What follows belongs to an exercise in optimizing a design on an open flow for small area; a production flow would make more cautious choices.
In this exercise RTL edits were held to simulation tests only and were not proved equivalent to the original.

Setup of try-garnet:
// decode_stage
module decode_stage #(
  parameter int DATA_W  = 32,
  parameter int REG_AW  = 5,
  parameter int DBG_IDX = 8
) (
  input  logic              clk,
  input  logic              rst_n,
  input  logic              bus_in_valid,
  output logic              bus_in_ready,
  input  logic [31:0]       bus_ins,
  input  logic [DATA_W-1:0] bus_npc_i,
  input  logic              bus_wb_en,
  input  logic [REG_AW-1:0] bus_wb_reg,
  input  logic [DATA_W-1:0] bus_wb_data,
  input  logic              bus_flush,
  output logic              bus_out_valid,
  input  logic              bus_out_ready,
  output logic [5:0]        bus_op,
  output logic [5:0]        bus_func,
  output logic [25:0]       bus_jpc,
  output logic [DATA_W-1:0] bus_imm,
  output logic [DATA_W-1:0] bus_data_a,
  output logic [DATA_W-1:0] bus_data_b,
  output logic [REG_AW-1:0] bus_dst_reg,
  output logic              bus_reg_write,
  output logic              bus_mem_read,
  output logic              bus_mem_write,
  output logic [DATA_W-1:0] bus_npc_o,
  output logic [DATA_W-1:0] bus_dbg_reg
);
  localparam int NREG = 2 ** REG_AW;
  logic [DATA_W-1:0] regs [1:NREG-1];
  logic [NREG-1:0]   vld;      
  logic [NREG-1:0]   we;       
  logic [NREG-1:0]   sel_a, sel_b;
  logic              wb_hit, byp_a, byp_b;
  logic              load;     
  logic              accept;
  logic [REG_AW-1:0] rs_idx, rt_idx;
  logic [DATA_W-1:0] d_a, d_b;
  assign rs_idx = bus_ins[25:21];
  assign rt_idx = bus_ins[20:16];
  assign wb_hit = bus_wb_en && (bus_wb_reg != '0);
  assign bus_in_ready = rst_n && !bus_flush && (!bus_out_valid || bus_out_ready);
  assign accept       = bus_in_valid && bus_in_ready;
  assign load         = !bus_out_valid || bus_out_ready;
  always_comb begin
    we = '0;
    for (int i = 1; i < NREG; i++)
      we[i] = bus_wb_en && (bus_wb_reg == REG_AW'(i));
  end
  for (genvar i = 1; i < NREG; i++) begin : g_rf
    if (i == DBG_IDX) begin : g_dbg
      always_ff @(posedge clk or negedge rst_n) begin
        if (!rst_n)     regs[i] <= '0;
        else if (we[i]) regs[i] <= bus_wb_data;
      end
    end else begin : g_plain
      always_ff @(posedge clk) begin
        if (we[i]) regs[i] <= bus_wb_data;
      end
    end
  end
  always_ff @(posedge clk or negedge rst_n) begin
    if (!rst_n) vld <= '0;
  ...
Size: about 2600 cells after synthesis, about 320 I/O pins.
Settings: LEC_CHECK=0, CAP_MARGIN=10, CORE_MARGIN=2, CORE_UTILIZATION=38, SLEW_MARGIN=10, BUFFER_PORTS_ARGS=-buffer_cell sky130_fd_sc_hd__buf_1, CTS_ARGS=-sink_clustering_enable -repair_clock_nets -dont_use_dummy_load -buf_list {sky130_fd_sc_hd__clkbuf_8} -sink_clustering_size 16 -sink_clustering_max_diameter 80; clock period 5.0 ns.
standard.sh (not shown) runs the stock make flow with config.mk's settings and CLKGATE_MAP_FILE= SYNTH_SCRIPT=/design/flow/synth_recipe.tcl, a recipe that flattens the netlist after the stock synthesis.
==> flow/flow/run.sh <==
#!/bin/bash
set -euo pipefail
W=$PWD
rm -rf "$W/scripts_area"
cp -r "$FLOW_HOME/scripts" "$W/scripts_area"
cp "$W/flow/abc_area.script" "$W/scripts_area/abc_area.script"
cat >> config.mk <<'EOC'
export BUFFER_PORTS_ARGS = -buffer_cell sky130_fd_sc_hd__buf_1
export CTS_ARGS = -sink_clustering_enable -repair_clock_nets -dont_use_dummy_load -buf_list {sky130_fd_sc_hd__clkbuf_8} -sink_clustering_size 16 -sink_clustering_max_diameter 80
EOC
cp config.mk config_used.mk
bash standard.sh SCRIPTS_DIR="$W/scripts_area" ABC_AREA=1 synth > synth_make.log 2>&1
bash standard.sh > layout_make.log 2>&1
==> flow/flow/abc_area.script <==
strash
dc2
&get -n
&st
&dch -f
&nf -a -R 1000
&put
Changes in try-nickel relative to try-garnet:
Settings: swapping 10 for 40 in SLEW_MARGIN; clearing CTS_ARGS, which used to be -sink_clustering_enable -repair_clock_nets -dont_use_dummy_load -buf_list {sky130_fd_sc_hd__clkbuf_8} -sink_clustering_size 16 -sink_clustering_max_diameter 80; clearing BUFFER_PORTS_ARGS, which used to be -buffer_cell sky130_fd_sc_hd__buf_1; swapping 38 for 30 in CORE_UTILIZATION; swapping 10 for 40 in CAP_MARGIN.
==> flow/run.sh (new file) <==
#!/bin/bash
# synth_recipe.tcl (not shown) runs the flow's synth.tcl, then flattens the netlist and writes it again
# the make line also repeats each setting of config.mk as NAME=value (left out here)
make -C /OpenROAD-flow-scripts/flow DESIGN_CONFIG=/design/flow/config.mk WORK_HOME=/design/flow/orfs CLKGATE_MAP_FILE= SYNTH_SCRIPT=/design/flow/synth_recipe.tcl finish
removed: flow/flow/run.sh
removed: flow/flow/abc_area.script
removed: flow/standard.sh
==> comparison <==
Compared with try-garnet, try-nickel shows final critical path time including I/O delays and setup higher by 640 ps. When try-nickel is measured against try-garnet, its global-route usage over all layers turns out 3.9 points higher. Wire length of the first global-routing pass (try-nickel / try-garnet): 1.5. try-nickel and try-garnet ended up with nearly the same post-detailed-route count of antenna-violating nets.
Relative to try-nickel, the following input files were edited for try-willow:
Settings: changing CAP_MARGIN from 40 to 5; setting CTS_ARGS to -sink_clustering_enable -repair_clock_nets -dont_use_dummy_load -buf_list {sky130_fd_sc_hd__clkbuf_8} -sink_clustering_size 18 -sink_clustering_max_diameter 50 for the first time; changing SLEW_MARGIN from 40 to 5; changing CORE_UTILIZATION from 30 to 38; setting BUFFER_PORTS_ARGS to -buffer_cell sky130_fd_sc_hd__buf_1 for the first time.
==> flow/flow/run.sh (new file) <==
#!/bin/bash
set -euo pipefail
W=$PWD
rm -rf "$W/scripts_area"
cp -r "$FLOW_HOME/scripts" "$W/scripts_area"
cp "$W/flow/abc_area.script" "$W/scripts_area/abc_area.script"
cat >> config.mk <<'EOC'
export BUFFER_PORTS_ARGS = -buffer_cell sky130_fd_sc_hd__buf_1
export CTS_ARGS = -sink_clustering_enable -repair_clock_nets -dont_use_dummy_load -buf_list {sky130_fd_sc_hd__clkbuf_8} -sink_clustering_size 18 -sink_clustering_max_diameter 50
EOC
cp config.mk config_used.mk
bash standard.sh SCRIPTS_DIR="$W/scripts_area" ABC_AREA=1 synth > synth_make.log 2>&1
bash standard.sh > layout_make.log 2>&1
==> flow/flow/abc_area.script (new file) <==
strash
dc2
&get -n
&st
&dch -f
&nf -a -R 1000
&put
==> flow/standard.sh (new file) <==
#!/bin/bash
# synth_recipe.tcl (not shown) runs the flow's synth.tcl, then flattens the netlist and writes it again
# the make line also repeats each setting of config.mk as NAME=value (left out here)
make -C /OpenROAD-flow-scripts/flow DESIGN_CONFIG=/design/flow/config.mk WORK_HOME=/design/flow/orfs CLKGATE_MAP_FILE= SYNTH_SCRIPT=/design/flow/synth_recipe.tcl "${@:-finish}"
removed: flow/run.sh
FAIL: try-willow; every other run in try-willow and try-nickel is clean. In try-willow the implementation completed, yet the final layout does not meet the checks, the culprit being capacitance limit, slew limit. Run comparison: try-willow dominant combinational cell family by area after synthesis compound AO/OA/AOI/OAI gates; try-nickel dominant combinational cell family by area after synthesis simple AND/OR/NAND/NOR gates. try-willow against try-nickel; detail-routed via count per cell is up by a little under 10%. NOTE pin count of the biggest net entering global routing try-nickel->try-willow increased by more than a quarter. Note that the number of instances in the synthesized netlist recorded for try-nickel amounts to 1.6 times the value seen in try-willow. Taking try-nickel as the reference, in try-willow post-detailed-routing wire length now smaller; data-path buffer share of cell area in the final layout now smaller; sum of met2 wire segment lengths after detailed routing now smaller; first-iteration DRC count now larger.

==> separate check: timing with driven ports <==
In the flow no input, the clock included, has a driving cell. The finished layouts below were timed again as built, in two steps.
Step 1, drivers: a clkbuf_16 drives clk and a buf_2 each remaining input, both assumed.
Step 2 moves the port delays by t, midway between the first and last clock arrival at a register: inputs arrive t later, outputs are due t later. That takes back most of the time a late clock gives input paths.
Three values: ideal ports, drivers, drivers and shift; two values: the first two.
| run | t (ns) | setup slack, ns | worst setup path after step 2 | latest minus earliest clock arrival (ns) |
|---|---|---|---|---|
| try-garnet | 0.852 | 1.505 / 1.429 / 0.767 | input to register | 0.101 / 0.101 |
| try-nickel | 0.894 | 0.862 / 0.778 / 0.220 | input to register | 0.043 / 0.042 |
| try-willow | 0.887 | 1.430 / 1.355 / 0.735 | input to register | 0.098 / 0.099 |
The setup slack of try-garnet, which loses most, moves by -0.076 ns with the drivers and by -0.738 ns with both steps.
